From an optimization exercise on the open Yosys and OpenROAD flow, aimed at small area, a short achievable clock period and few clock cycles per item; shortcuts taken in it are not production practice. Only simulation tests tie the RTL to the original design; equivalence was not proved. Power figures rest on the tool's default switching activity, not on a simulated workload.

**flow/config.mk**
```make
export PLATFORM = sky130hd
export DESIGN_NAME = factorial_core
export DESIGN_NICKNAME = factorial_core
export VERILOG_FILES = /design/flow/design.v
export SDC_FILE = /design/flow/constraint.sdc
export NUM_CORES = 4
export LEC_CHECK = 0
export ABC_AREA = 1
export CAP_MARGIN = 20
export CORE_MARGIN = 2
export CORE_UTILIZATION = 40
export SLEW_MARGIN = 20
```
**flow/constraint.sdc**
```tcl
create_clock -name core_clock -period 10.0 [get_ports {clk}]
set_input_delay 2.0000 -clock core_clock [delete_from_list [all_inputs] [get_ports {clk}]]
set_output_delay 2.0000 -clock core_clock [all_outputs]
set_load 0.01 [all_outputs]
```
**flow/design.v**
```verilog
module factorial_core #(
    parameter int unsigned MAX_N = 20
) (
    input  logic             clk,
    input  logic             reset_n,
    input  logic             fifo_empty,
    input  logic [31:0]      fifo_dout,
    output logic             fifo_rd_en,
    output logic [63:0]      result,
    output logic             result_valid,
    input  logic             result_ready,
    output logic             overflow,
    output logic             busy
);
    logic        r_ok;
    logic        r_hs;
    logic        r_z;
    logic        w_pend;     
    logic        w_v0;       
    logic        w_v1;       
    logic [4:0]  r_c0;       
    logic [4:0]  r_c1;       
    logic [4:0]  w_code;
    logic        w_hs;
    logic        w_rd;
    logic [63:0] w_fact;
    assign w_code = {fifo_dout[4:3] | {2{|fifo_dout[31:5]}}, fifo_dout[2:0]};
    assign w_pend = r_hs && !r_z;
    assign w_v0   = r_ok ? r_z : r_hs;
    assign w_v1   = !r_ok && r_hs && r_z;
    assign w_hs   = w_v0 && result_ready;
    assign w_rd   = !fifo_empty && (r_ok || (r_hs && result_ready));
    logic w_l000;
    logic w_l001;
    logic w_l002;
    logic w_l003;
    logic w_l004;
    logic w_l005;
    logic w_l006;
    logic w_l007;
    logic w_l008;
    logic w_l009;
    logic w_l010;
    logic w_l011;
    logic w_l012;
    logic w_l013;
    logic w_l014;
    logic w_l015;
    logic w_l016;
    logic w_l017;
    logic w_l018;
    logic w_l019;
    logic w_l020;
    logic w_l021;
    logic w_l022;
    logic w_l023;
    logic w_l024;
    logic w_l025;
    logic w_l026;
    logic w_l027;
    logic w_l028;
    logic w_l029;
    logic w_l030;
    logic w_l031;
    logic w_l032;
    logic w_l033;
    logic w_l034;
    logic w_l035;
    logic w_l036;
    logic w_l037;
    logic w_l038;
    logic w_l039;
    logic w_l040;
    logic w_l041;
    assign w_l014 = r_c0[4] & ~r_c0[3];
    assign w_l015 = w_l014 & ~r_c0[2];
    assign w_fact[39] = w_l015 & r_c0[1];
    assign w_fact[47] = w_fact[39] & ~r_c0[0];
    assign w_l016 = ~(r_c0[1] | r_c0[0]);
    assign w_l017 = w_l016 & w_l014;
    assign w_fact[54] = w_l017 & r_c0[2];
    assign w_l018 = r_c0[1] & r_c0[0];
    assign w_fact[53] = w_l018 & w_l015;
    assign w_fact[55] = w_fact[53] | w_fact[54];
    assign w_l019 = ~r_c0[4] & r_c0[3];
    assign w_l020 = w_l019 & r_c0[2];
    assign w_fact[13] = w_l020 & ~r_c0[0];
    assign w_l021 = ~(w_l018 | w_l016);
    assign w_l022 = w_l021 & w_l015;
    assign w_fact[27] = w_l022 | w_fact[13];
    assign w_l023 = w_fact[27] & ~r_c0[1];
    assign w_fact[23] = w_l023 | w_fact[55];
    assign w_l024 = ~(w_l021 | r_c0[2]);
    assign w_l025 = w_l021 & r_c0[2];
    assign w_l026 = ~(w_l025 | w_l024);
    assign w_l027 = w_l018 & ~r_c0[2];
    assign w_fact[11] = ~w_l027 & w_l019;
    assign w_l028 = ~(w_l019 | w_l015);
    assign w_l029 = ~w_l028 & r_c0[1];
    assign w_l030 = w_l015 & ~r_c0[1];
    assign w_l031 = ~(w_l030 | w_l017);
    assign w_l032 = w_l026 & w_l019;
    assign w_fact[18] = w_l032 | ~w_l031;
    assign w_l033 = w_fact[18] & ~r_c0[2];
    assign w_fact[16] = w_l033 | w_l029;
    assign w_l034 = ~w_fact[16] & w_fact[11];
    assign w_l035 = w_l019 & ~r_c0[2];
    assign w_l036 = w_l035 & r_c0[1];
    assign w_fact[10] = w_l036 | w_l034;
    assign w_l037 = w_fact[10] & r_c0[0];
    assign w_l038 = w_l020 & r_c0[0];
    assign w_fact[41] = w_l017 | w_l015;
    assign w_l039 = ~(w_fact[41] | w_l038);
    assign w_fact[25] = ~w_l039 | w_l037;
    assign w_fact[37] = w_fact[25] & w_l026;
    assign w_fact[46] = w_fact[37] & w_fact[23];
    assign w_fact[42] = w_fact[54] | w_fact[47];
    assign w_l040 = ~(w_l039 | w_fact[10]);
    assign w_l041 = ~(w_l040 | w_fact[27]);
    assign w_fact[26] = ~(w_l041 | w_fact[42]);
    assign w_l000 = w_fact[26] & r_c0[1];
    assign w_fact[36] = w_l000 | w_fact[46];
    assign w_fact[45] = w_fact[54] | w_fact[39];
    assign w_fact[17] = w_l029 & ~w_l027;
    assign w_fact[20] = w_fact[17] | w_l017;
    assign w_l001 = w_fact[20] & w_fact[27];
    assign w_fact[34] = w_l001 | ~w_l031;
    assign w_l002 = r_c0[1] & ~r_c0[0];
    assign w_fact[33] = ~w_l002 & w_l015;
    assign w_fact[32] = ~(w_l039 | w_l026);
    assign w_fact[31] = w_fact[46] | w_fact[47];
    assign w_fact[44] = w_l015 & ~r_c0[0];
    assign w_fact[29] = w_l038 | w_l030;
    assign w_fact[30] = w_fact[29] | w_l001;
    assign w_fact[24] = w_fact[29] & ~w_fact[27];
    assign w_l003 = ~w_l002 & w_l020;
    assign w_fact[28] = w_l003 | w_fact[24];
    assign w_l004 = w_fact[16] & ~w_fact[53];
    assign w_fact[22] = w_l004 & w_fact[25];
    assign w_fact[21] = w_fact[20] | w_l037;
    assign w_l005 = ~(w_fact[32] | w_fact[27]);
    assign w_fact[19] = ~(w_l005 | w_fact[44]);
    assign w_fact[15] = ~(w_l028 | r_c0[1]);
    assign w_l006 = w_l002 & w_l035;
    assign w_fact[14] = w_l006 | w_l003;
    assign w_l007 = ~(r_c0[4] | r_c0[3]);
    assign w_fact[4] = w_l007 & r_c0[2];
    assign w_l008 = w_fact[4] & r_c0[1];
    assign w_l009 = w_l035 & ~r_c0[1];
    assign w_fact[7] = w_l009 | w_l008;
    assign w_l010 = ~(w_fact[7] | w_l020);
    assign w_l011 = ~(w_l010 | w_l021);
    assign w_fact[12] = w_l011 | w_l036;
    assign w_fact[40] = w_l040 & ~w_fact[47];
    assign w_fact[9] = w_l008 | w_l006;
    assign w_l012 = w_fact[4] & w_l018;
    assign w_fact[8] = w_l012 | w_l035;
    assign w_fact[6] = w_l007 & w_l025;
    assign w_fact[5] = w_fact[4] & r_c0[0];
    assign w_fact[3] = w_fact[4] & ~r_c0[1];
    assign w_fact[2] = w_l007 & w_l027;
    assign w_l013 = w_l007 & ~r_c0[2];
    assign w_fact[1] = w_l013 & r_c0[1];
    assign w_fact[0] = w_l013 & ~r_c0[1];
    assign { w_fact[63:56], w_fact[52:48], w_fact[43], w_fact[38], w_fact[35] } = { 2'h0, w_fact[54], 4'h0, w_fact[55], w_fact[39], 1'h0, w_fact[47], w_fact[42], w_fact[46], w_fact[39], w_fact[31], w_fact[31] };
    assign fifo_rd_en   = w_rd;
    assign result       = w_fact;
    assign overflow     = r_c0 > 5'(MAX_N);
    assign result_valid = w_v0;
    assign busy         = w_v0 || w_pend;
    logic w_nv0;
    logic w_nv1;
    logic w_nok;
    always_comb begin
        if (w_v0) begin
            w_nv0 = !w_hs || w_v1 || w_pend;
            w_nv1 = !w_hs && (w_v1 || w_pend);
        end else begin
            w_nv0 = w_pend;
            w_nv1 = 1'b0;
        end
        w_nok = !w_nv1 && !(w_nv0 && w_rd);
    end
    always_ff @(posedge clk or negedge reset_n) begin
        if (!reset_n) begin
            r_ok <= 1'b0;
            r_hs <= 1'b0;
            r_z  <= 1'b0;
        end else begin
            r_ok <= w_nok;
            r_hs <= w_nok ? (w_rd && !w_nv0) : 1'b1;
            r_z  <= w_nok ? w_nv0 : w_nv1;
        end
    end
    always_ff @(posedge clk) begin
        if (w_hs || !w_v0) r_c0 <= w_v1 ? r_c1 : w_code;
        if (w_hs || !w_v1) r_c1 <= w_code;
    end
endmodule
```
**flow/flow/run.sh**
```bash
#!/bin/bash
set -euo pipefail
export BUFFER_PORTS_ARGS="-buffer_cell sky130_fd_sc_hd__buf_1"
export SETUP_SLACK_MARGIN=5.45
export SKIP_REPAIR_TIE_FANOUT=1
export CTS_ARGS="-repair_clock_nets -root_buf sky130_fd_sc_hd__clkbuf_8 -buf_list sky130_fd_sc_hd__clkbuf_8 -sink_clustering_enable -sink_clustering_size 50 -sink_clustering_max_diameter 1000 -sink_clustering_levels 1"
for step in synth floorplan place cts route finish; do
  bash standard.sh "$step" > "log_$step.txt" 2>&1
done
```
**flow/standard.sh**
```bash
#!/bin/bash
# synth_recipe.tcl (not shown) runs the flow's synth.tcl, then flattens the netlist and writes it again
# the make line also repeats each setting of config.mk as NAME=value (left out here)
make -C /OpenROAD-flow-scripts/flow DESIGN_CONFIG=/design/flow/config.mk WORK_HOME=/design/flow/orfs CLKGATE_MAP_FILE= SYNTH_SCRIPT=/design/flow/synth_recipe.tcl "${@:-finish}"
```
==> impl_metrics.prom, run 1 <==
# TYPE chip_impl_metric gauge
chip_impl_metric{name="clock_buffer_depth",unit=""} 2
chip_impl_metric{name="diodes",unit=""} 0
chip_impl_metric{name="post_dp_cell_area",unit="mm^2"} 0.00157
chip_impl_metric{name="yosysWarnings",unit=""} 1
chip_impl_metric{name="cts.clk_slew.worst_paths",unit="ns"} 0.05
chip_impl_metric{name="timing.critical_path.arrival",unit="ns"} 2.52
chip_impl_metric{name="total_routing_usage_gr",unit=""} 0.175
chip_impl_metric{name="number_of_placement_rows",unit=""} 20
chip_impl_info{name="type_of_element_capturing_the_critical_path",value="primary output"} 1
chip_impl_metric{name="routed_via_density",unit=""} 4.50
chip_impl_metric{name="io_buffers",unit=""} 96
chip_impl_metric{name="yosysSeqAreaShare",unit=""} 0.294
chip_impl_metric{name="pre_cts_ws",unit="ns"} 5.45
chip_impl_metric{name="dr.first_iter.drc_count",unit=""} 52
chip_impl_metric{name="timing.hold.worst_path_depth",unit=""} 2
chip_impl_metric{name="placed_cells",unit=""} 306
chip_impl_metric{name="power_leakage",unit="nW"} 0.766
chip_impl_metric{name="synth_top_area_frac",unit=""} 0.235
chip_impl_info{name="largest_family_of_logic_cells_by_synthesized_area",value="simple AND/OR/NAND/NOR gates"} 1
chip_impl_metric{name="post_route_cells_drive_above_1_share",unit=""} 0.134
chip_impl_metric{name="peakVddDrop",unit="mV"} 0.0900
chip_impl_metric{name="cts.sink_count",unit=""} 13
chip_impl_info{name="regToRegStartpoint",value="r_ok$_DFF_PN0_"} 1
chip_impl_metric{name="timing_max_transition_violations_final",unit=""} 0
chip_impl_metric{name="routed-via-count",unit=""} 1403
chip_impl_metric{name="route.detailed.drc",unit=""} 0
chip_impl_metric{name="layout_worst_path_cycle_share",unit=""} 0.452
chip_impl_metric{name="syn2layout_area_growth",unit="%"} 28.8
chip_impl_info{name="most_frequently_used_cell_type_in_the_post_synthesis_netlist",value="sky130_fd_sc_hd__nand2_1"} 1
chip_impl_metric{name="wl",unit="mm"} 3.10
chip_impl_metric{name="r2r_setup_slack",unit="ns"} 8.88
chip_impl_metric{name="overflow",unit=""} 0
chip_impl_metric{name="fmaxAchievable",unit="GHz"} 0.221
chip_impl_metric{name="postSynthCellCount",unit=""} 183
chip_impl_metric{name="fraction_of_the_mapped_netlist_area_in_compound_gates",unit=""} 0.0783
chip_impl_metric{name="dp_hpwl",unit="mm"} 2.68
chip_impl_metric{name="postLayoutCellArea",unit="mm^2"} 0.00165
chip_impl_metric{name="die-area",unit="mm^2"} 0.00367
chip_impl_info{name="critPathKind",value="primary input to primary output"} 1
chip_impl_info{name="rsz0062_at_grt",value="true"} 1
chip_impl_info{name="synth_top_cells_by_count",value="47 x sky130_fd_sc_hd__nand2_1, 23 x sky130_fd_sc_hd__nor2_1, 22 x sky130_fd_sc_hd__inv_1"} 1
chip_impl_metric{name="synth_mux_area_frac",unit=""} 0
chip_impl_metric{name="final.setup_skew",unit="ns"} 0.00218
chip_impl_metric{name="cts-hold-fix-buffers",unit=""} 0
chip_impl_info{name="hold_startpoint",value="r_c1[4]$_DFFE_PP_"} 1
chip_impl_metric{name="ff2ff_path_depth",unit=""} 4
chip_impl_metric{name="floorplan.core_area",unit="mm^2"} 0.00305
chip_impl_metric{name="ant_nets",unit=""} 0
chip_impl_info{name="hold_end",value="r_c0[4]$_DFFE_PP_"} 1
chip_impl_metric{name="netlist_area",unit="mm^2"} 0.00128
chip_impl_metric{name="gp_congestion",unit=""} 0.868
chip_impl_metric{name="synth_seq_cells",unit=""} 13
chip_impl_metric{name="clkLatencyLatePin",unit="ns"} 0.24
chip_impl_metric{name="synth_fa_ha_area_frac",unit=""} 0.0391
chip_impl_metric{name="first_global_vias",unit=""} 1219
chip_impl_metric{name="finalCriticalPeriod",unit="ns"} 4.52
chip_impl_metric{name="drt_first_pass_iters",unit=""} 4
chip_impl_info{name="synth-main-ff-cell",value="sky130_fd_sc_hd__edfxtp_1"} 1
chip_impl_metric{name="detail_route.wl_per_cell",unit="um"} 9.93
chip_impl_metric{name="die-height",unit="um"} 60.5
chip_impl_metric{name="design.final.nets",unit=""} 309
chip_impl_metric{name="cts_buffers",unit=""} 3
chip_impl_metric{name="yosysUniqueCellTypes",unit=""} 29
chip_impl_info{name="tritoncts",value="yes"} 1
chip_impl_metric{name="pin_count",unit=""} 104
chip_impl_metric{name="avgSynthCellArea",unit="um^2"} 6.99
chip_impl_info{name="clockRootBuffer",value="sky130_fd_sc_hd__clkbuf_8"} 1
chip_impl_metric{name="totalPowerFinal",unit="uW"} 210
chip_impl_metric{name="number_of_flops_mapped_to_enable_cells_by_yosys",unit=""} 10
chip_impl_metric{name="grt_antenna_before_repair",unit=""} 0
chip_impl_metric{name="final_setup_margin",unit="ns"} 5.48
chip_impl_info{name="startpoint",value="result_ready"} 1
chip_impl_metric{name="cap_violations",unit=""} 0
chip_impl_metric{name="wire_length_of_the_first_global_routing_pass",unit="mm"} 4.98
chip_impl_info{name="min_path_type",value="register to register"} 1
chip_impl_info{name="crit-reg2reg-capture",value="r_c1[2]$_DFFE_PP_"} 1
chip_impl_metric{name="ys_async_sr_fraction",unit=""} 0.231
chip_impl_info{name="outcome",value="finished clean"} 1
chip_impl_metric{name="power-per-cell-area",unit="mW/mm^2"} 127
chip_impl_metric{name="synthesized_netlist_net_count",unit=""} 223
chip_impl_metric{name="worstPathMaxFanout",unit=""} 3
chip_impl_metric{name="final.setup.tns",unit="ns"} 0
chip_impl_metric{name="finish.cell_count_without_fillers",unit=""} 312
chip_impl_metric{name="grt_start_max_net_pins",unit=""} 13
chip_impl_metric{name="cts.htree.levels",unit=""} 1
chip_impl_metric{name="hold_violations_final",unit=""} 0
chip_impl_metric{name="synth_simple_gate_area_frac",unit=""} 0.402
chip_impl_metric{name="synth_xor_xnor_area_share",unit=""} 0
chip_impl_info{name="synth_area_leader_cell",value="sky130_fd_sc_hd__edfxtp_1"} 1
chip_impl_info{name="synth.top_cells.by_area",value="sky130_fd_sc_hd__edfxtp_1 23%, sky130_fd_sc_hd__nand2_1 14%, sky130_fd_sc_hd__buf_4 9.4%"} 1
chip_impl_metric{name="crit_required",unit="ns"} 8.00
chip_impl_info{name="start_kind",value="primary input"} 1
chip_impl_metric{name="die_x",unit="um"} 60.5
chip_impl_metric{name="start_util",unit=""} 0.419
chip_impl_metric{name="finalSetupViolations",unit=""} 0
[stage by stage]
step	utilization	hold slack [ns]
floorplan	-	0.487
global placement	0.514	0.498
detailed placement	0.514	0.502
CTS	0.534	0.515
global route	0.539	0.538
finish	0.539	0.512
[cell usage in the layout (no fill, tap or decap), drive strengths merged, types with 4 or more instances in the layout]
| cell | instances |
|---|---|
| nor2 | 32 |
| a21oi | 4 |
| nand3 | 11 |
| o21ai | 8 |
| edfxtp | 10 |
| nand2 | 51 |
| nor4 | 6 |
| buf | 98 |
| ha | 4 |
| inv | 30 |
[layer usage]
| metal | global-route usage | vias up | share of wire |
|---|---|---|---|
| met1 | 0.205 | 614 | 0.41 |
| met3 | 0.0149 | 2 | 0.055 |
| met5 | 0 | - | 0 |
| met2 | 0.334 | 56 | 0.53 |
| li1 | - | 731 | - |
| met4 | 0.0590 | 0 | 0.0068 |
[state kept, by name, summed over array words and instances, names as in the netlist]
register  cells
r_hs          1
r_c1          5
r_z           1
r_ok          1
r_c0          5
[cell type report]
class,instances,area [um^2]
clock inverters,1,3.75
flip-flops and latches,13,375
repair buffers,98,375
well taps,44,55.1
clock buffers,3,41.3
fillers,336,1410
inverters,29,111
multi-input cells,124,684
[power by group]
part           internal [mW]  switching (mW)
logic                 0.0311          0.0593
registers             0.0678         0.00728
clock network         0.0270          0.0173
[how the worst max path moves through the flow]
stage,cells after the start,endpoint
final,4,fifo_rd_en
after global routing,4,fifo_rd_en
after CTS,4,fifo_rd_en
after detailed placement,4,fifo_rd_en
after global placement,4,fifo_rd_en
after floorplan,2,fifo_rd_en
[kinds of logic after synthesis]
kind of cell / after synthesis
buffers and inverters: 46
adders and majority gates: 4
other: 1
and+or+nand+nor: 105
DFF: 13
AOI/OAI and AO/OA: 14
[critical path, cell delays in order]
cell,delay [ns]
sky130_fd_sc_hd__buf_1,0.12
sky130_fd_sc_hd__nand2_1,0.08
sky130_fd_sc_hd__a21oi_2,0.16
sky130_fd_sc_hd__buf_1,0.17
[what timing repair did]
action	4_1_cts	5_1_grt
setup buffers	2	0
gates cloned	0	0
resized for setup	0	2
endpoints found under the setup margin	12	7
Testbench counts, summed over its fixed seeds: cycles 1,048, items 1,024.
==> inputs of run 2 (changes only) <==
==> flow/flow/run.sh (replaced) <==
#!/bin/bash
# The standard ORFS layout, step by step, with two changes: the port buffers
# are the smallest plain buffer (buffer_ports otherwise picks a delay cell), and
# the constant outputs share one tie cell. Each step's output goes to its own log.
set -euo pipefail
export BUFFER_PORTS_ARGS="-buffer_cell sky130_fd_sc_hd__buf_1"
export SKIP_REPAIR_TIE_FANOUT=1
for step in synth floorplan place cts route finish; do
  bash standard.sh "$step" > "log_$step.txt" 2>&1
done
==> impl_metrics.prom, run 2 <==
# TYPE chip_impl_metric gauge
chip_impl_metric{name="post-cts-setup-buffers",unit=""} 0
chip_impl_metric{name="n_fill_cell",unit=""} 343
chip_impl_metric{name="die-area",unit="mm^2"} 0.00367
chip_impl_info{name="synth-main-ff-cell",value="sky130_fd_sc_hd__edfxtp_1"} 1
chip_impl_info{name="critPathKind",value="register to primary output"} 1
chip_impl_metric{name="avgSynthCellArea",unit="um^2"} 6.99
chip_impl_metric{name="dp_hpwl",unit="mm"} 2.68
chip_impl_info{name="type_of_element_capturing_the_critical_path",value="primary output"} 1
chip_impl_metric{name="drt_first_pass_iters",unit=""} 4
chip_impl_info{name="synth_area_leader_cell",value="sky130_fd_sc_hd__edfxtp_1"} 1
chip_impl_metric{name="clkLatencyLatePin",unit="ns"} 0.26
chip_impl_metric{name="grt_antenna_before_repair",unit=""} 0
chip_impl_metric{name="overflow",unit=""} 0
chip_impl_metric{name="grt_start_max_net_pins",unit=""} 14
chip_impl_metric{name="hold_violations_final",unit=""} 0
chip_impl_metric{name="cts_buffers",unit=""} 3
chip_impl_metric{name="finalSetupViolations",unit=""} 0
chip_impl_metric{name="gp_congestion",unit=""} 0.868
chip_impl_metric{name="yosysWarnings",unit=""} 1
chip_impl_metric{name="die-height",unit="um"} 60.5
chip_impl_metric{name="finalCriticalPeriod",unit="ns"} 4.81
chip_impl_metric{name="power-per-cell-area",unit="mW/mm^2"} 118
chip_impl_info{name="min_path_type",value="register to register"} 1
chip_impl_info{name="synth.top_cells.by_area",value="sky130_fd_sc_hd__edfxtp_1 23%, sky130_fd_sc_hd__nand2_1 14%, sky130_fd_sc_hd__buf_4 9.4%"} 1
chip_impl_metric{name="route.detailed.drc",unit=""} 0
chip_impl_metric{name="synthesized_netlist_net_count",unit=""} 223
chip_impl_info{name="synth_top_cells_by_count",value="47 x sky130_fd_sc_hd__nand2_1, 23 x sky130_fd_sc_hd__nor2_1, 22 x sky130_fd_sc_hd__inv_1"} 1
chip_impl_metric{name="postCtsResizedCells",unit=""} 0
chip_impl_metric{name="first_global_vias",unit=""} 1215
chip_impl_metric{name="final.hold.worst_slack",unit="ns"} 0.516
chip_impl_metric{name="routed_via_density",unit=""} 4.46
chip_impl_metric{name="number_of_flops_mapped_to_enable_cells_by_yosys",unit=""} 10
chip_impl_info{name="commonest_cells_after_routing_fill_and_taps_aside",value="96 x sky130_fd_sc_hd__buf_1, 47 x sky130_fd_sc_hd__nand2_1, 23 x sky130_fd_sc_hd__nor2_1, 22 x sky130_fd_sc_hd__inv_1, 10 x sky130_fd_sc_hd__edfxtp_1"} 1
chip_impl_metric{name="syn2layout_area_growth",unit="%"} 24.9
chip_impl_metric{name="die_x",unit="um"} 60.5
chip_impl_metric{name="crit_required",unit="ns"} 8.00
chip_impl_info{name="final_common_cell",value="sky130_fd_sc_hd__buf_1"} 1
chip_impl_metric{name="number_of_placement_rows",unit=""} 20
chip_impl_metric{name="wl_met3",unit="um"} 160
chip_impl_metric{name="cts.sink_count",unit=""} 13
chip_impl_metric{name="wire_length_of_the_first_global_routing_pass",unit="mm"} 4.92
chip_impl_metric{name="ys_async_sr_fraction",unit=""} 0.231
chip_impl_metric{name="layout_worst_path_cycle_share",unit=""} 0.481
chip_impl_metric{name="pin_count",unit=""} 104
chip_impl_metric{name="routed-via-count",unit=""} 1383
chip_impl_metric{name="ant_nets",unit=""} 0
chip_impl_metric{name="synth_seq_cells",unit=""} 13
chip_impl_metric{name="cap_violations",unit=""} 0
chip_impl_metric{name="timing_max_transition_violations_final",unit=""} 0
chip_impl_metric{name="yosysUniqueCellTypes",unit=""} 29
chip_impl_metric{name="postSynthCellCount",unit=""} 183
chip_impl_metric{name="worstPathMaxFanout",unit=""} 13
chip_impl_metric{name="floorplan.core_area",unit="mm^2"} 0.00305
chip_impl_metric{name="start_util",unit=""} 0.419
chip_impl_metric{name="total_routing_usage_gr",unit=""} 0.170
chip_impl_metric{name="timing.critical_path.arrival",unit="ns"} 2.81
chip_impl_metric{name="fmaxAchievable",unit="GHz"} 0.208
chip_impl_info{name="top_layer_used",value="met4"} 1
chip_impl_metric{name="yosysSeqAreaShare",unit=""} 0.294
chip_impl_metric{name="power_leakage",unit="nW"} 0.745
chip_impl_metric{name="final.setup.tns",unit="ns"} 0
chip_impl_metric{name="wl_met1",unit="mm"} 1.27
chip_impl_metric{name="detail_route.wl_per_cell",unit="um"} 9.81
chip_impl_metric{name="netlist_area",unit="mm^2"} 0.00128
chip_impl_metric{name="clock_buffer_depth",unit=""} 2
chip_impl_metric{name="design.final.nets",unit=""} 307
chip_impl_info{name="rsz0062_at_grt",value="false"} 1
chip_impl_info{name="start_kind",value="register"} 1
chip_impl_metric{name="dr.first_iter.drc_count",unit=""} 38
chip_impl_info{name="outcome",value="finished clean"} 1
chip_impl_metric{name="peakVddDrop",unit="mV"} 0.0726
chip_impl_info{name="biggestRegsByFlops",value="r_c0 x5, r_c1 x5"} 1
chip_impl_metric{name="synth_top_area_frac",unit=""} 0.235
chip_impl_info{name="clockRootBuffer",value="sky130_fd_sc_hd__clkbuf_4"} 1
chip_impl_metric{name="route.met2.wl",unit="mm"} 1.59
chip_impl_metric{name="cts.clk_slew.worst_paths",unit="ns"} 0.07
chip_impl_metric{name="cts.htree.levels",unit=""} 1
chip_impl_info{name="most_frequently_used_cell_type_in_the_post_synthesis_netlist",value="sky130_fd_sc_hd__nand2_1"} 1
chip_impl_metric{name="cts-hold-fix-buffers",unit=""} 0
chip_impl_metric{name="io_buffers",unit=""} 96
chip_impl_metric{name="post_route_cells_drive_above_1_share",unit=""} 0.120
chip_impl_metric{name="diodes",unit=""} 0
chip_impl_info{name="tritoncts",value="yes"} 1
chip_impl_metric{name="wl",unit="mm"} 3.04
chip_impl_metric{name="final.setup_skew",unit="ns"} 0.00134
## run 2: cell counts after synthesis
No cell type changed its count.
## run 2: critical path, stage by stage, from the launching register on
cell	delay, ns
sky130_fd_sc_hd__edfxtp_1	0.66
sky130_fd_sc_hd__inv_1	0.18
sky130_fd_sc_hd__ha_1	0.38
sky130_fd_sc_hd__ha_1	0.36
sky130_fd_sc_hd__nand3_1	0.12
sky130_fd_sc_hd__nand3_2	0.09
sky130_fd_sc_hd__nand2_1	0.10
sky130_fd_sc_hd__nand3_2	0.08
sky130_fd_sc_hd__nand2_2	0.08
sky130_fd_sc_hd__nand2_2	0.07
sky130_fd_sc_hd__nand2_4	0.09
sky130_fd_sc_hd__nand3_2	0.08
sky130_fd_sc_hd__nand2_1	0.10
sky130_fd_sc_hd__buf_1	0.16
## run 2: layout make-up
cell class	count	area, um^2	area share
sequential	13	375	0.235
multi-input combinational	124	668	0.418
inverter	29	111	0.0697
tap	44	55.1	0.0345
clock buffer	4	26.3	0.0165
timing repair buffer	96	360	0.226
## run 2: cell families (layout without fill, tap and decap cells)
group                      Yosys count  in the layout  share of synthesized area
buffers and inverters               46            129                      0.184
and+or+nand+nor                    105            105                      0.402
DFF                                 13             13                      0.294
other                                1              1                    0.00293
adders and majority gates            4              4                     0.0391
AOI/OAI and AO/OA                   14             14                     0.0783
## run 2: report_power, final
part / switching, mW / internal [mW]
Combinational: 0.0529 / 0.0257
Sequential: 0.0117 / 0.0677
Clock: 0.0153 / 0.0154
## run 2: through the flow
stage	cell area (um^2)	worst slack [ns]	total power, mW	util	std cells
3_3_place_gp	1570	5.49	0.159	0.514	306
6_report	1600	5.19	0.189	0.523	310
5_1_grt	1600	4.92	0.206	0.523	310
2_1_floorplan	1280	5.70	0.135	-	183
3_5_place_dp	1570	5.45	0.159	0.514	306
4_1_cts	1600	5.17	0.191	0.523	310
## run 2: routing by layer
metal / track usage / vias up
li1: - / 727
met4: 0.0373 / 0
met3: 0.00853 / 2
met1: 0.201 / 603
met2: 0.337 / 51
met5: 0 / -
## run 2: path summary, 6_finish.rpt
check	from	end	slack, ns	depth (start not counted)
max	r_c0[1]$_DFFE_PP_	result[35]	5.19	13
min	r_c1[4]$_DFFE_PP_	r_c0[4]$_DFFE_PP_	0.52	2
max reg2reg	r_hs$_DFF_PN0_	r_c0[1]$_DFFE_PP_	8.88	4
min reg2reg	r_c1[4]$_DFFE_PP_	r_c0[4]$_DFFE_PP_	0.52	2
max in group asynchronous	reset_n	r_hs$_DFF_PN0_	8.33	1
min in group asynchronous	reset_n	r_z$_DFF_PN0_	1.52	1
==> inputs of run 3 (changes only) <==
==> flow/flow/run.sh (replaced) <==
#!/bin/bash
set -euo pipefail
here=$(pwd)
{
  cat <<'EOT'
proc use_flow_abc_script {name1 name2 op} {
  upvar #0 abc_args a
  set i [lsearch -exact $a -script]
  if {$i >= 0 && [lindex $a [expr {$i + 1}]] ne $::env(FLOW_ABC_SCRIPT)} {
    lset a [expr {$i + 1}] $::env(FLOW_ABC_SCRIPT)
  }
}
trace add variable ::abc_args write use_flow_abc_script
EOT
  cat synth_recipe.tcl
} > flow_synth.tcl
export FLOW_ABC_SCRIPT="$here/flow/area.abc"
sed "s#SYNTH_SCRIPT=[^ ]*#SYNTH_SCRIPT=$here/flow_synth.tcl#" standard.sh > flow_standard.sh
export BUFFER_PORTS_ARGS="-buffer_cell sky130_fd_sc_hd__buf_1"
export SETUP_SLACK_MARGIN=5.45
export SKIP_REPAIR_TIE_FANOUT=1
for step in synth floorplan place cts route finish; do
  bash flow_standard.sh "$step" > "log_$step.txt" 2>&1
done
==> flow/flow/area.abc (new file) <==
strash; dch -f; amap; mfs2; strash; dch -f; amap; topo
==> impl_metrics.prom, run 3 <==
# TYPE chip_impl_metric gauge
chip_impl_info{name="most_frequently_used_cell_type_in_the_post_synthesis_netlist",value="sky130_fd_sc_hd__nor2_1"} 1
chip_impl_metric{name="routed-via-count",unit=""} 1415
chip_impl_metric{name="number_of_placement_rows",unit=""} 19
chip_impl_metric{name="post_dp_cell_area",unit="mm^2"} 0.00147
chip_impl_metric{name="diodes",unit=""} 0
chip_impl_info{name="crit-reg2reg-capture",value="r_c1[4]$_DFFE_PP_"} 1
chip_impl_info{name="hold_end",value="r_c0[2]$_DFFE_PP_"} 1
chip_impl_info{name="min_path_type",value="register to register"} 1
chip_impl_metric{name="final.setup_skew",unit="ns"} 0.000181
chip_impl_metric{name="synth_top_area_frac",unit=""} 0.270
chip_impl_metric{name="ys_async_sr_fraction",unit=""} 0.231
chip_impl_metric{name="clock_buffer_depth",unit=""} 2
chip_impl_info{name="crit_slowest_cell",value="sky130_fd_sc_hd__edfxtp_1"} 1
chip_impl_metric{name="cap_violations",unit=""} 0
chip_impl_metric{name="worstPathMaxFanout",unit=""} 3
chip_impl_metric{name="netlist_area",unit="mm^2"} 0.00111
chip_impl_metric{name="first_global_vias",unit=""} 1217
chip_impl_metric{name="avgSynthCellArea",unit="um^2"} 7.23
chip_impl_metric{name="grt_start_max_net_pins",unit=""} 11
chip_impl_metric{name="finalSetupViolations",unit=""} 0
chip_impl_metric{name="timing.critical_path.arrival",unit="ns"} 2.54
chip_impl_metric{name="yosysWarnings",unit=""} 1
chip_impl_metric{name="cts.clk_slew.worst_paths",unit="ns"} 0.08
chip_impl_metric{name="cts.htree.levels",unit=""} 1
chip_impl_metric{name="start_util",unit=""} 0.411
chip_impl_metric{name="gp_congestion",unit=""} 0.871
chip_impl_metric{name="final.setup.tns",unit="ns"} 0
chip_impl_metric{name="hold_violations_final",unit=""} 0
chip_impl_metric{name="finish.cell_count_without_fillers",unit=""} 282
chip_impl_info{name="synth_top_cells_by_count",value="28 x sky130_fd_sc_hd__nor2_1, 27 x sky130_fd_sc_hd__clkinv_1, 16 x sky130_fd_sc_hd__buf_4"} 1
chip_impl_metric{name="synthesized_netlist_net_count",unit=""} 194
chip_impl_metric{name="floorplan.core_area",unit="mm^2"} 0.00271
chip_impl_metric{name="placed_cells",unit=""} 265
chip_impl_metric{name="wl",unit="mm"} 3.40
chip_impl_metric{name="dp_hpwl",unit="mm"} 2.62
chip_impl_metric{name="timing.hold.worst_path_depth",unit=""} 1
chip_impl_info{name="clockRootBuffer",value="sky130_fd_sc_hd__clkbuf_4"} 1
chip_impl_metric{name="ant_nets",unit=""} 0
chip_impl_info{name="synth_area_leader_cell",value="sky130_fd_sc_hd__edfxtp_1"} 1
chip_impl_metric{name="pin_count",unit=""} 104
chip_impl_metric{name="wire_length_of_the_first_global_routing_pass",unit="mm"} 4.86
chip_impl_info{name="synth-main-ff-cell",value="sky130_fd_sc_hd__edfxtp_1"} 1
chip_impl_metric{name="yosysUniqueCellTypes",unit=""} 20
chip_impl_metric{name="r2r_setup_slack",unit="ns"} 8.59
chip_impl_metric{name="number_of_flops_mapped_to_enable_cells_by_yosys",unit=""} 10
chip_impl_metric{name="routed_via_density",unit=""} 5.02
chip_impl_metric{name="postSynthCellCount",unit=""} 154
chip_impl_metric{name="grt_antenna_before_repair",unit=""} 0
chip_impl_metric{name="die-height",unit="um"} 56.8
chip_impl_metric{name="design.final.nets",unit=""} 292
chip_impl_metric{name="total_routing_usage_gr",unit=""} 0.183
chip_impl_info{name="critPathKind",value="register to primary output"} 1
chip_impl_info{name="critical_path.cell_chain",value="clkinv_4 -> ha_4 -> ha_4 -> a21oi_4 -> o21ai_2 -> inv_2 -> nand2_2 -> o21ai_4 -> clkinv_2 -> o21ai_4 -> inv_4 -> nor2b_4 -> nand2_4 -> o21ai_1 -> buf_2"} 1
chip_impl_metric{name="cts.sink_count",unit=""} 13
chip_impl_info{name="type_of_element_capturing_the_critical_path",value="primary output"} 1
chip_impl_info{name="timing.critical_path.max_delay_family",value="compound AO/OA/AOI/OAI gates"} 1
chip_impl_metric{name="die-area",unit="mm^2"} 0.00322
chip_impl_metric{name="cpPeakStageDelay",unit="ns"} 0.42
chip_impl_metric{name="post_route_cells_drive_above_1_share",unit=""} 0.183
chip_impl_metric{name="fmaxAchievable",unit="GHz"} 0.220
chip_impl_info{name="biggestRegsByFlops",value="r_c0 x5, r_c1 x5"} 1
chip_impl_metric{name="io_buffers",unit=""} 96
chip_impl_metric{name="final.hold.worst_slack",unit="ns"} 0.549
chip_impl_info{name="hold_startpoint",value="r_c1[2]$_DFFE_PP_"} 1
chip_impl_metric{name="route.detailed.drc",unit=""} 0
chip_impl_metric{name="drt_first_pass_iters",unit=""} 4
chip_impl_metric{name="detail_route.wl_per_cell",unit="um"} 12.0
chip_impl_metric{name="cts-hold-fix-buffers",unit=""} 0
chip_impl_metric{name="finalCriticalPeriod",unit="ns"} 4.54
chip_impl_metric{name="layout.core_utilization",unit=""} 0.614
chip_impl_metric{name="peakVddDrop",unit="mV"} 0.0951
chip_impl_metric{name="worst-path-buf-inv",unit=""} 5
chip_impl_metric{name="power-per-cell-area",unit="mW/mm^2"} 107
chip_impl_info{name="regToRegStartpoint",value="r_hs$_DFF_PN0_"} 1
chip_impl_metric{name="dr.first_iter.drc_count",unit=""} 59
chip_impl_metric{name="layout_worst_path_cycle_share",unit=""} 0.454
chip_impl_info{name="outcome",value="finished clean"} 1
chip_impl_metric{name="die_x",unit="um"} 56.8
chip_impl_info{name="rsz0062_at_grt",value="true"} 1
chip_impl_metric{name="postLayoutCellArea",unit="mm^2"} 0.00166
chip_impl_metric{name="yosysSeqAreaShare",unit=""} 0.337
chip_impl_metric{name="overflow",unit=""} 0
chip_impl_metric{name="power_leakage",unit="nW"} 0.627
chip_impl_info{name="commonest_cells_after_routing_fill_and_taps_aside",value="89 x sky130_fd_sc_hd__buf_1, 25 x sky130_fd_sc_hd__nor2_1, 22 x sky130_fd_sc_hd__clkinv_1, 13 x sky130_fd_sc_hd__buf_4, 10 x sky130_fd_sc_hd__edfxtp_1"} 1
chip_impl_metric{name="timing_max_transition_violations_final",unit=""} 0
chip_impl_metric{name="synth_seq_cells",unit=""} 13
chip_impl_metric{name="clkLatencyLatePin",unit="ns"} 0.27
chip_impl_info{name="start_kind",value="register"} 1
chip_impl_info{name="final_common_cell",value="sky130_fd_sc_hd__buf_1"} 1
chip_impl_metric{name="ff2ff_path_depth",unit=""} 5
chip_impl_metric{name="syn2layout_area_growth",unit="%"} 49.4
chip_impl_info{name="synth.top_cells.by_area",value="sky130_fd_sc_hd__edfxtp_1 27%, sky130_fd_sc_hd__buf_4 11%, sky130_fd_sc_hd__nor2_1 9.4%"} 1
chip_impl_metric{name="crit_required",unit="ns"} 8.00
chip_impl_metric{name="cts_buffers",unit=""} 3
chip_impl_info{name="tritoncts",value="yes"} 1
==> run 3: cells by family (layout without fill, tap and decap cells) <==
family | count (synthesis) | after routing | synth area share
other | 1 | 1 | 0.00337
AND/OR/NAND/NOR | 61 | 61 | 0.248
buffers and inverters | 43 | 140 | 0.199
flip-flops | 13 | 13 | 0.337
adder cells (fa/ha/maj) | 4 | 4 | 0.0449
AO/OA/AOI/OAI | 32 | 32 | 0.167
==> run 3: worst max-delay path by stage <==
stage                      startpoint         end  slack (ns)  cells after the start
detailed placement  r_c0[1]$_DFFE_PP_  result[36]        5.29                     15
finish              r_c0[1]$_DFFE_PP_  result[36]        5.46                     15
global placement    r_c0[1]$_DFFE_PP_  result[36]        5.35                     15
CTS                 r_c0[1]$_DFFE_PP_  result[36]        5.46                     15
floorplan           r_c0[1]$_DFFE_PP_  result[35]        5.42                     15
global route        r_c0[1]$_DFFE_PP_  result[36]        5.33                     15
==> run 3: layout make-up <==
type | instances | area (um^2)
clock buffers | 3 | 22.5
clock inverters | 1 | 5.00
fillers | 261 | 1050
inverters | 27 | 115
multi-input cells | 98 | 641
flip-flops and latches | 13 | 375
well taps | 31 | 38.8
repair buffers | 109 | 467
==> run 3: layer usage <==
metal,vias up,track usage,routed length (um)
li1,700,-,-
met3,2,0.0207,249
met2,69,0.357,1810
met1,644,0.203,1330
met4,0,0.0532,8
met5,-,0,0
==> run 3: through the flow <==
| stage | setup WS, ns | power (mW) |
|---|---|---|
| final | 5.46 | 0.177 |
| after global routing | 5.33 | 0.188 |
| after CTS | 5.46 | 0.172 |
| after detailed placement | 5.29 | 0.132 |
| after global placement | 5.35 | 0.131 |
| after floorplan | 5.42 | 0.114 |
==> run 3: what timing repair did <==
| item | CTS | global route |
|---|---|---|
| gates resized for setup | 10 | 19 |
| pin swaps | 1 | 5 |
| setup buffers | 6 | 7 |
| cloned | 0 | 0 |
| setup endpoints to repair | 12 | 11 |
==> run 3: power breakdown <==
part	leakage [nW]	switching (mW)	total, mW	internal [mW]
Combinational	0.481	0.0422	0.0744	0.0322
Clock	0.0177	0.0164	0.0312	0.0148
Sequential	0.128	0.00525	0.0719	0.0666
Total	0.627	0.0639	0.177	0.114
==> inputs of run 4 (changes only) <==
==> flow/flow/area.abc (replaced) <==
strash; dch -f; map -a; mfs2; strash; dch -f; map -a; topo; stime -c; buffer -c; dnsize -c
==> impl_metrics.prom, run 4 <==
# TYPE chip_impl_metric gauge
chip_impl_info{name="outcome",value="finished clean"} 1
chip_impl_info{name="commonest_cells_after_routing_fill_and_taps_aside",value="89 x sky130_fd_sc_hd__buf_1, 37 x sky130_fd_sc_hd__nor2_1, 33 x sky130_fd_sc_hd__nand2_1, 31 x sky130_fd_sc_hd__inv_1, 13 x sky130_fd_sc_hd__buf_4"} 1
chip_impl_info{name="synth.top_cells.by_area",value="sky130_fd_sc_hd__edfxtp_1 26%, sky130_fd_sc_hd__nor2_1 13%, sky130_fd_sc_hd__nand2_1 11%"} 1
chip_impl_metric{name="synth_top_area_frac",unit=""} 0.257
chip_impl_metric{name="wire_length_of_the_first_global_routing_pass",unit="mm"} 4.84
chip_impl_info{name="hold_end",value="r_c0[2]$_DFFE_PP_"} 1
chip_impl_metric{name="power_frac_comb",unit=""} 0.492
chip_impl_metric{name="placed_cells",unit=""} 291
chip_impl_metric{name="clock_power_share",unit=""} 0.153
chip_impl_info{name="synth_top_cells_by_count",value="41 x sky130_fd_sc_hd__nor2_1, 35 x sky130_fd_sc_hd__nand2_1, 34 x sky130_fd_sc_hd__inv_1"} 1
chip_impl_metric{name="cap_violations",unit=""} 0
chip_impl_metric{name="postSynthCellCount",unit=""} 181
chip_impl_metric{name="route.detailed.drc",unit=""} 0
chip_impl_metric{name="timing_max_transition_violations_final",unit=""} 0
chip_impl_metric{name="total_routing_usage_gr",unit=""} 0.178
chip_impl_metric{name="ant_nets",unit=""} 0
chip_impl_metric{name="fmaxAchievable",unit="GHz"} 0.224
chip_impl_metric{name="netlist_area",unit="mm^2"} 0.00117
chip_impl_metric{name="clkLatencyLatePin",unit="ns"} 0.27
chip_impl_metric{name="power.share.switching",unit=""} 0.410
chip_impl_metric{name="cpPeakStageDelay",unit="ns"} 0.15
chip_impl_info{name="synth-main-ff-cell",value="sky130_fd_sc_hd__edfxtp_1"} 1
chip_impl_info{name="start_kind",value="primary input"} 1
chip_impl_info{name="critPathKind",value="primary input to primary output"} 1
chip_impl_metric{name="die-height",unit="um"} 58.1
chip_impl_metric{name="number_of_placement_rows",unit=""} 19
chip_impl_metric{name="start_util",unit=""} 0.424
chip_impl_metric{name="worstPathMaxFanout",unit=""} 3
chip_impl_metric{name="synthesized_netlist_net_count",unit=""} 221
chip_impl_metric{name="cell_int_power",unit="uW"} 122
chip_impl_metric{name="pin_count",unit=""} 104
chip_impl_info{name="timing.critical_path.max_delay_family",value="buffers and inverters"} 1
chip_impl_metric{name="floorplan.core_area",unit="mm^2"} 0.00276
chip_impl_metric{name="layout.core_utilization",unit=""} 0.589
chip_impl_metric{name="hold_violations_final",unit=""} 0
chip_impl_metric{name="share_of_total_power_in_sequential_cells",unit=""} 0.355
chip_impl_metric{name="crit_required",unit="ns"} 8.00
chip_impl_metric{name="grt_start_max_net_pins",unit=""} 12
chip_impl_metric{name="diodes",unit=""} 0
chip_impl_metric{name="power-per-cell-area",unit="mW/mm^2"} 127
chip_impl_metric{name="yosysSeqAreaShare",unit=""} 0.321
chip_impl_metric{name="timing.critical_path.arrival",unit="ns"} 2.47
chip_impl_metric{name="finalSetupViolations",unit=""} 0
chip_impl_metric{name="cts.htree.levels",unit=""} 1
chip_impl_metric{name="drt_first_pass_iters",unit=""} 4
chip_impl_metric{name="cts-hold-fix-buffers",unit=""} 0
chip_impl_metric{name="worst-path-buf-inv",unit=""} 2
chip_impl_info{name="final_common_cell",value="sky130_fd_sc_hd__buf_1"} 1
chip_impl_metric{name="routed-via-count",unit=""} 1456
chip_impl_info{name="clockRootBuffer",value="sky130_fd_sc_hd__clkbuf_4"} 1
chip_impl_metric{name="final.hold.worst_slack",unit="ns"} 0.520
chip_impl_metric{name="globalRouteMet3Util",unit=""} 0.0156
chip_impl_metric{name="ff_latch_area",unit="um^2"} 375
chip_impl_info{name="rsz0062_at_grt",value="false"} 1
chip_impl_info{name="regToRegStartpoint",value="r_ok$_DFF_PN0_"} 1
chip_impl_info{name="type_of_element_capturing_the_critical_path",value="primary output"} 1
chip_impl_metric{name="final.setup.tns",unit="ns"} 0
chip_impl_metric{name="r2r_setup_slack",unit="ns"} 8.47
chip_impl_info{name="grt_most_used_layer",value="met2"} 1
chip_impl_metric{name="first_global_vias",unit=""} 1190
chip_impl_metric{name="overflow",unit=""} 0
chip_impl_metric{name="layout_worst_path_cycle_share",unit=""} 0.447
chip_impl_metric{name="p_sw",unit="uW"} 84.6
chip_impl_info{name="crit_slowest_cell",value="sky130_fd_sc_hd__a21oi_2"} 1
chip_impl_metric{name="yosysUniqueCellTypes",unit=""} 19
chip_impl_metric{name="finish.cell_count_without_fillers",unit=""} 308
chip_impl_metric{name="power_leakage",unit="nW"} 0.765
chip_impl_metric{name="detail_route.wl_per_cell",unit="um"} 10.8
chip_impl_metric{name="number_of_flops_mapped_to_enable_cells_by_yosys",unit=""} 10
chip_impl_info{name="hold_startpoint",value="r_c1[2]$_DFFE_PP_"} 1
chip_impl_metric{name="ys_async_sr_fraction",unit=""} 0.231
chip_impl_info{name="critical_path.cell_chain",value="clkbuf_2 -> a21oi_2 -> nor2_1 -> buf_2"} 1
chip_impl_metric{name="met2_usage",unit=""} 0.331
chip_impl_metric{name="finalCriticalPeriod",unit="ns"} 4.47
chip_impl_metric{name="syn2layout_area_growth",unit="%"} 39.0
chip_impl_metric{name="wl",unit="mm"} 3.33
chip_impl_info{name="min_path_type",value="register to register"} 1
chip_impl_metric{name="yosysWarnings",unit=""} 1
chip_impl_metric{name="routed_via_density",unit=""} 4.73
chip_impl_metric{name="synth_seq_cells",unit=""} 13
chip_impl_metric{name="clock_buffer_depth",unit=""} 2
chip_impl_metric{name="peakVddDrop",unit="mV"} 0.122
chip_impl_metric{name="post_route_cells_drive_above_1_share",unit=""} 0.141
chip_impl_metric{name="dp_hpwl",unit="mm"} 2.63
chip_impl_metric{name="gp_congestion",unit=""} 0.871
chip_impl_metric{name="design.final.nets",unit=""} 318
chip_impl_metric{name="grt_antenna_before_repair",unit=""} 0
chip_impl_info{name="biggestRegsByFlops",value="r_c0 x5, r_c1 x5"} 1
chip_impl_metric{name="timing.hold.worst_path_depth",unit=""} 2
chip_impl_metric{name="multiInputGateArea",unit="um^2"} 583
chip_impl_info{name="tritoncts",value="yes"} 1
chip_impl_metric{name="ff2ff_path_depth",unit=""} 4
chip_impl_info{name="synth_area_leader_cell",value="sky130_fd_sc_hd__edfxtp_1"} 1
chip_impl_metric{name="n_fill_cell",unit=""} 274
chip_impl_metric{name="globalRouteMet1Util",unit=""} 0.213
chip_impl_metric{name="cts.sink_count",unit=""} 13
chip_impl_metric{name="avgSynthCellArea",unit="um^2"} 6.46
chip_impl_metric{name="die_x",unit="um"} 58.1
chip_impl_metric{name="die-area",unit="mm^2"} 0.00337
chip_impl_metric{name="cts.clk_slew.worst_paths",unit="ns"} 0.08
chip_impl_metric{name="io_buffers",unit=""} 96
chip_impl_info{name="crit-reg2reg-capture",value="r_c1[0]$_DFFE_PP_"} 1
chip_impl_metric{name="final.setup_skew",unit="ns"} 0.000480
chip_impl_info{name="most_frequently_used_cell_type_in_the_post_synthesis_netlist",value="sky130_fd_sc_hd__nor2_1"} 1
chip_impl_metric{name="dr.first_iter.drc_count",unit=""} 44
chip_impl_metric{name="cts_buffers",unit=""} 3
==> run 4: changes by cell type in the layout (fill, tap and decap cells not counted), sizes merged, moves of 2 or more <==
cell    previous run  this run
or2                5         0
a21oi              6         8
inv                2        34
nor3               5         3
o22ai              6         2
clkbuf             4         6
nand2             12        35
o22a               5         0
buf              108       106
o21ai             15        12
clkinv            26         2
nor2              28        41
==> run 4: cell families (layout without fill, tap and decap cells) <==
logic type               after synthesis  after routing  share of synthesized area
buffers and inverters                 52            148                      0.225
adder cells (fa/ha/maj)                4              4                     0.0428
other                                  1              1                    0.00321
AO/OA/AOI/OAI                         24             24                      0.109
flip-flops                            13             13                      0.321
AND/OR/NAND/NOR                       87             87                      0.299
==> run 4: how the worst max path moves through the flow <==
stage,depth (start not counted),startpoint,to
3_3_place_gp,15,r_c0[1]$_DFFE_PP_,result[35]
3_5_place_dp,15,r_c0[1]$_DFFE_PP_,result[35]
5_1_grt,15,r_c0[0]$_DFFE_PP_,result[38]
4_1_cts,15,r_c0[2]$_DFFE_PP_,result[35]
6_report,4,result_ready,fifo_rd_en
2_1_floorplan,16,r_c0[1]$_DFFE_PP_,result[35]
==> run 4: layout make-up <==
| cell class | count | share of cell area |
|---|---|---|
| Multi-Input combinational cell | 116 | 0.359 |
| Timing Repair Buffer | 109 | 0.287 |
| Sequential cell | 13 | 0.231 |
| Inverter | 35 | 0.0817 |
| Tap cell | 31 | 0.0239 |
| Clock buffer | 3 | 0.0139 |
| Clock inverter | 1 | 0.00308 |
==> run 4: power groups by stage <==
stage               Clock, mW  Sequential, mW  Combinational, mW
floorplan                   0          0.0729             0.0560
global route           0.0346          0.0736              0.113
finish                 0.0316          0.0731              0.101
detailed placement          0          0.0762             0.0754
CTS                    0.0326          0.0725             0.0835
global placement            0          0.0763             0.0756
==> run 4: worst reg2reg max path: stages, from the launching register on <==
cell and delay (ns):
sky130_fd_sc_hd__dfrtp_1 0.42, sky130_fd_sc_hd__nor2_1 0.11, sky130_fd_sc_hd__inv_1 0.07, sky130_fd_sc_hd__nor2_1 0.38
sky130_fd_sc_hd__nand2_1 0.26
==> run 4: through the flow <==
step | setup WS, ns | area (um^2) | power (mW)
after CTS | 5.45 | 1510 | 0.189
final | 5.53 | 1620 | 0.206
after global routing | 5.41 | 1620 | 0.221
after global placement | 5.50 | 1440 | 0.152
after detailed placement | 5.41 | 1440 | 0.152
after floorplan | 5.45 | 1170 | 0.129
==> run 4: per-layer routing <==
layer,wire length [um],share of wire,vias to the layer above
met4,52,0.016,0
met2,1700,0.51,69
li1,-,-,747
met1,1350,0.40,636
met5,0,0,-
met3,235,0.071,4
==> run 4: what timing repair did <==
item,CTS,global route
setup endpoints to repair,11,14
gates resized for setup,6,15
endpoints found under the hold margin,0,0
pin swaps,1,1
setup buffers,4,9
gates cloned,0,0
==> inputs of run 5 (changes only) <==
--- a/flow/flow/run.sh
+++ b/flow/flow/run.sh
@@ -18,5 +18,5 @@
 sed "s#SYNTH_SCRIPT=[^ ]*#SYNTH_SCRIPT=$here/flow_synth.tcl#" standard.sh > flow_standard.sh
 export BUFFER_PORTS_ARGS="-buffer_cell sky130_fd_sc_hd__buf_1"
-export SETUP_SLACK_MARGIN=5.45
+export SETUP_SLACK_MARGIN=5.55
 export SKIP_REPAIR_TIE_FANOUT=1
 for step in synth floorplan place cts route finish; do
==> impl_metrics.prom, run 5 <==
# TYPE chip_impl_metric gauge
chip_impl_info{name="outcome",value="finished clean"} 1
chip_impl_metric{name="postLayoutCellArea",unit="mm^2"} 0.00169
chip_impl_info{name="min_path_type",value="register to register"} 1
chip_impl_info{name="start_kind",value="primary input"} 1
chip_impl_metric{name="first_global_vias",unit=""} 1194
chip_impl_info{name="synth_area_leader_cell",value="sky130_fd_sc_hd__edfxtp_1"} 1
chip_impl_metric{name="power_leakage",unit="nW"} 0.783
chip_impl_metric{name="gp_congestion",unit=""} 0.897
chip_impl_metric{name="yosysSeqAreaShare",unit=""} 0.321
chip_impl_metric{name="layout_worst_path_cycle_share",unit=""} 0.444
chip_impl_metric{name="timing_max_transition_violations_final",unit=""} 0
chip_impl_metric{name="power-per-cell-area",unit="mW/mm^2"} 122
chip_impl_metric{name="syn2layout_area_growth",unit="%"} 44.3
chip_impl_metric{name="design.final.nets",unit=""} 320
chip_impl_metric{name="clkLatencyLatePin",unit="ns"} 0.26
chip_impl_info{name="hold_startpoint",value="r_c1[0]$_DFFE_PP_"} 1
chip_impl_metric{name="detail_route.wl_per_cell",unit="um"} 10.5
chip_impl_metric{name="finalCriticalPeriod",unit="ns"} 4.44
chip_impl_metric{name="die-height",unit="um"} 58.1
chip_impl_info{name="timing.critical_path.max_delay_family",value="buffers and inverters"} 1
chip_impl_metric{name="number_of_flops_mapped_to_enable_cells_by_yosys",unit=""} 10
chip_impl_metric{name="postSynthCellCount",unit=""} 181
chip_impl_info{name="top_layer_used",value="met4"} 1
chip_impl_metric{name="clock_buffer_depth",unit=""} 2
chip_impl_info{name="synth_top_cells_by_count",value="41 x sky130_fd_sc_hd__nor2_1, 35 x sky130_fd_sc_hd__nand2_1, 34 x sky130_fd_sc_hd__inv_1"} 1
chip_impl_metric{name="dr.first_iter.drc_count",unit=""} 55
chip_impl_metric{name="synth_seq_cells",unit=""} 13
chip_impl_metric{name="floorplan.core_area",unit="mm^2"} 0.00276
chip_impl_info{name="biggestRegsByFlops",value="r_c0 x5, r_c1 x5"} 1
chip_impl_metric{name="die_x",unit="um"} 58.1
chip_impl_metric{name="cpPeakStageDelay",unit="ns"} 0.14
chip_impl_metric{name="synthesized_netlist_net_count",unit=""} 221
chip_impl_metric{name="post_route_cells_drive_above_1_share",unit=""} 0.158
chip_impl_metric{name="routed_via_density",unit=""} 4.67
chip_impl_metric{name="route.detailed.drc",unit=""} 0
chip_impl_metric{name="worstPathMaxFanout",unit=""} 3
chip_impl_metric{name="drt_first_pass_iters",unit=""} 4
chip_impl_metric{name="ys_async_sr_fraction",unit=""} 0.231
chip_impl_metric{name="wire_length_of_the_first_global_routing_pass",unit="mm"} 4.82
chip_impl_info{name="critPathKind",value="primary input to primary output"} 1
chip_impl_info{name="commonest_cells_after_routing_fill_and_taps_aside",value="88 x sky130_fd_sc_hd__buf_1, 37 x sky130_fd_sc_hd__nor2_1, 32 x sky130_fd_sc_hd__nand2_1, 30 x sky130_fd_sc_hd__inv_1, 15 x sky130_fd_sc_hd__buf_4"} 1
chip_impl_metric{name="n_fill_cell",unit=""} 270
chip_impl_metric{name="cts.sink_count",unit=""} 13
chip_impl_info{name="synth.top_cells.by_area",value="sky130_fd_sc_hd__edfxtp_1 26%, sky130_fd_sc_hd__nor2_1 13%, sky130_fd_sc_hd__nand2_1 11%"} 1
chip_impl_metric{name="wl_met3",unit="um"} 233
chip_impl_info{name="tritoncts",value="yes"} 1
chip_impl_metric{name="netlist_area",unit="mm^2"} 0.00117
chip_impl_metric{name="cts.clk_slew.worst_paths",unit="ns"} 0.07
chip_impl_metric{name="cts-hold-fix-buffers",unit=""} 0
chip_impl_metric{name="worst-path-buf-inv",unit=""} 2
chip_impl_info{name="most_frequently_used_cell_type_in_the_post_synthesis_netlist",value="sky130_fd_sc_hd__nor2_1"} 1
chip_impl_info{name="critical_path.cell_chain",value="buf_8 -> a21oi_4 -> nor2_2 -> buf_2"} 1
chip_impl_metric{name="wl",unit="mm"} 3.27
chip_impl_metric{name="io_buffers",unit=""} 96
chip_impl_metric{name="pre_cts_ws",unit="ns"} 5.47
chip_impl_info{name="type_of_element_capturing_the_critical_path",value="primary output"} 1
chip_impl_metric{name="timing.critical_path.arrival",unit="ns"} 2.44
chip_impl_metric{name="ant_nets",unit=""} 0
chip_impl_metric{name="dp_hpwl",unit="mm"} 2.55
chip_impl_metric{name="totalPowerFinal",unit="uW"} 206
chip_impl_metric{name="cts_buffers",unit=""} 3
chip_impl_metric{name="route.met2.wl",unit="mm"} 1.69
chip_impl_metric{name="finalSetupViolations",unit=""} 0
chip_impl_metric{name="fmaxAchievable",unit="GHz"} 0.225
chip_impl_metric{name="avgSynthCellArea",unit="um^2"} 6.46
chip_impl_metric{name="total_routing_usage_gr",unit=""} 0.179
chip_impl_metric{name="routed-via-count",unit=""} 1448
chip_impl_metric{name="final.setup.tns",unit="ns"} 0
chip_impl_metric{name="post_dp_cell_area",unit="mm^2"} 0.00146
chip_impl_metric{name="grt_start_max_net_pins",unit=""} 12
chip_impl_metric{name="cap_violations",unit=""} 0
chip_impl_metric{name="synth_top_area_frac",unit=""} 0.257
chip_impl_metric{name="wl_met1",unit="mm"} 1.28
chip_impl_info{name="startpoint",value="result_ready"} 1
chip_impl_metric{name="final_setup_margin",unit="ns"} 5.56
chip_impl_info{name="synth-main-ff-cell",value="sky130_fd_sc_hd__edfxtp_1"} 1
chip_impl_metric{name="overflow",unit=""} 0
chip_impl_metric{name="cts.htree.levels",unit=""} 1
chip_impl_metric{name="yosysWarnings",unit=""} 1
chip_impl_metric{name="peakVddDrop",unit="mV"} 0.122
chip_impl_info{name="clockRootBuffer",value="sky130_fd_sc_hd__clkbuf_4"} 1
chip_impl_info{name="rsz0062_at_grt",value="true"} 1
chip_impl_metric{name="number_of_placement_rows",unit=""} 19
chip_impl_metric{name="final.setup_skew",unit="ns"} 0.00463
chip_impl_metric{name="grt_antenna_before_repair",unit=""} 0
chip_impl_metric{name="start_util",unit=""} 0.424
chip_impl_metric{name="die-area",unit="mm^2"} 0.00337
chip_impl_metric{name="yosysUniqueCellTypes",unit=""} 19
chip_impl_metric{name="pin_count",unit=""} 104
chip_impl_info{name="crit_slowest_cell",value="sky130_fd_sc_hd__a21oi_4"} 1
chip_impl_metric{name="diodes",unit=""} 0
chip_impl_metric{name="hold_violations_final",unit=""} 0
chip_impl_info{name="regToRegStartpoint",value="r_ok$_DFF_PN0_"} 1
chip_impl_metric{name="crit_required",unit="ns"} 8.00
chip_impl_info{name="final_common_cell",value="sky130_fd_sc_hd__buf_1"} 1
[run 5: cells by family after synthesis]
| group | Yosys count | share of synthesized area |
|---|---|---|
| AOI/OAI and AO/OA | 24 | 0.109 |
| DFF | 13 | 0.321 |
| and+or+nand+nor | 87 | 0.299 |
| adders and majority gates | 4 | 0.0428 |
| other | 1 | 0.00321 |
| buffers and inverters | 52 | 0.225 |
[run 5: what timing repair did]
item	4_1_cts	5_1_grt
cloned	0	0
pin swaps	2	6
buffers inserted	6	9
resized for setup	10	16
setup endpoints to repair	14	8
endpoints found under the hold margin	0	0
[run 5: power breakdown]
group	switching (mW)	internal, mW
clock	0.0138	0.0154
combinational	0.0625	0.0413
sequential	0.00588	0.0676
total	0.0822	0.124
[run 5: worst register-to-register path, stage by stage, from the launching register on]
cell and delay, ns:
sky130_fd_sc_hd__dfrtp_1 0.42, sky130_fd_sc_hd__nor2_1 0.11, sky130_fd_sc_hd__inv_1 0.07, sky130_fd_sc_hd__nor2_1 0.38, sky130_fd_sc_hd__nand2_1 0.27
[run 5: cell type report]
cell class | instances | area (um^2) | share of cell area
clock buffer | 4 | 26.3 | 0.0156
inverter | 35 | 133 | 0.0786
multi-input combinational | 116 | 602 | 0.357
sequential | 13 | 375 | 0.223
tap | 31 | 38.8 | 0.0230
timing repair buffer | 111 | 512 | 0.303
[run 5: path summary, 6_finish.rpt]
path | end | slack (ns) | depth (start not counted)
setup / recovery | fifo_rd_en | 5.56 | 4
hold / removal | r_c0[0]$_DFFE_PP_ | 0.52 | 2
setup reg to reg | r_c1[0]$_DFFE_PP_ | 8.45 | 4
hold reg to reg | r_c0[0]$_DFFE_PP_ | 0.52 | 2
max in group asynchronous | r_z$_DFF_PN0_ | 8.30 | 1
min in group asynchronous | r_hs$_DFF_PN0_ | 1.54 | 1
[run 5: stage by stage]
step	instances	hold WS [ns]	utilization
after CTS	301	0.518	0.563
after global routing	310	0.551	0.612
final	310	0.515	0.612
after floorplan	181	0.494	-
after global placement	291	0.504	0.530
after detailed placement	291	0.505	0.530
[run 5: routing by layer]
layer | global-route usage | vias to the layer above
met5 | 0 | -
met4 | 0.0664 | 0
met3 | 0.0246 | 6
met2 | 0.334 | 62
met1 | 0.206 | 630
li1 | - | 750

[re-timing with driven ports]
How much do the figures lean on ideal ports? The routed layouts below were timed once more, with nothing changed but the port constraints. Step 1 (the two cells are an assumption about what drives the block):
set clk [get_ports {clk}]
set_driving_cell -lib_cell sky130_fd_sc_hd__clkbuf_16 $clk
set_driving_cell -lib_cell sky130_fd_sc_hd__buf_2 [delete_from_list [all_inputs] $clk]
Step 2 moves the port delays by t, midway between the first and last clock arrival at a register: inputs arrive t later, outputs are due t later. That takes back most of the time a late clock gives input paths. a / b / c = ideal ports / drivers / drivers and shift; a / b = the first two.
run | t (ns) | setup WS [ns] | worst register clock-pin slew, ns
run 1 | 0.254 | 5.478 / 5.455 / 5.455 | 0.05 / 0.05
run 2 | 0.279 | 5.191 / 5.175 / 5.434 | 0.07 / 0.07
run 3 | 0.280 | 5.461 / 5.446 / 5.495 | 0.08 / 0.08
run 4 | 0.283 | 5.533 / 5.510 / 5.510 | 0.08 / 0.08
run 5 | 0.278 | 5.565 / 5.524 / 5.524 | 0.07 / 0.07
After both steps setup and hold are still met in every run listed. The setup slack of run 5, which loses most, moves by -0.041 ns with the drivers and by -0.041 ns with both steps.
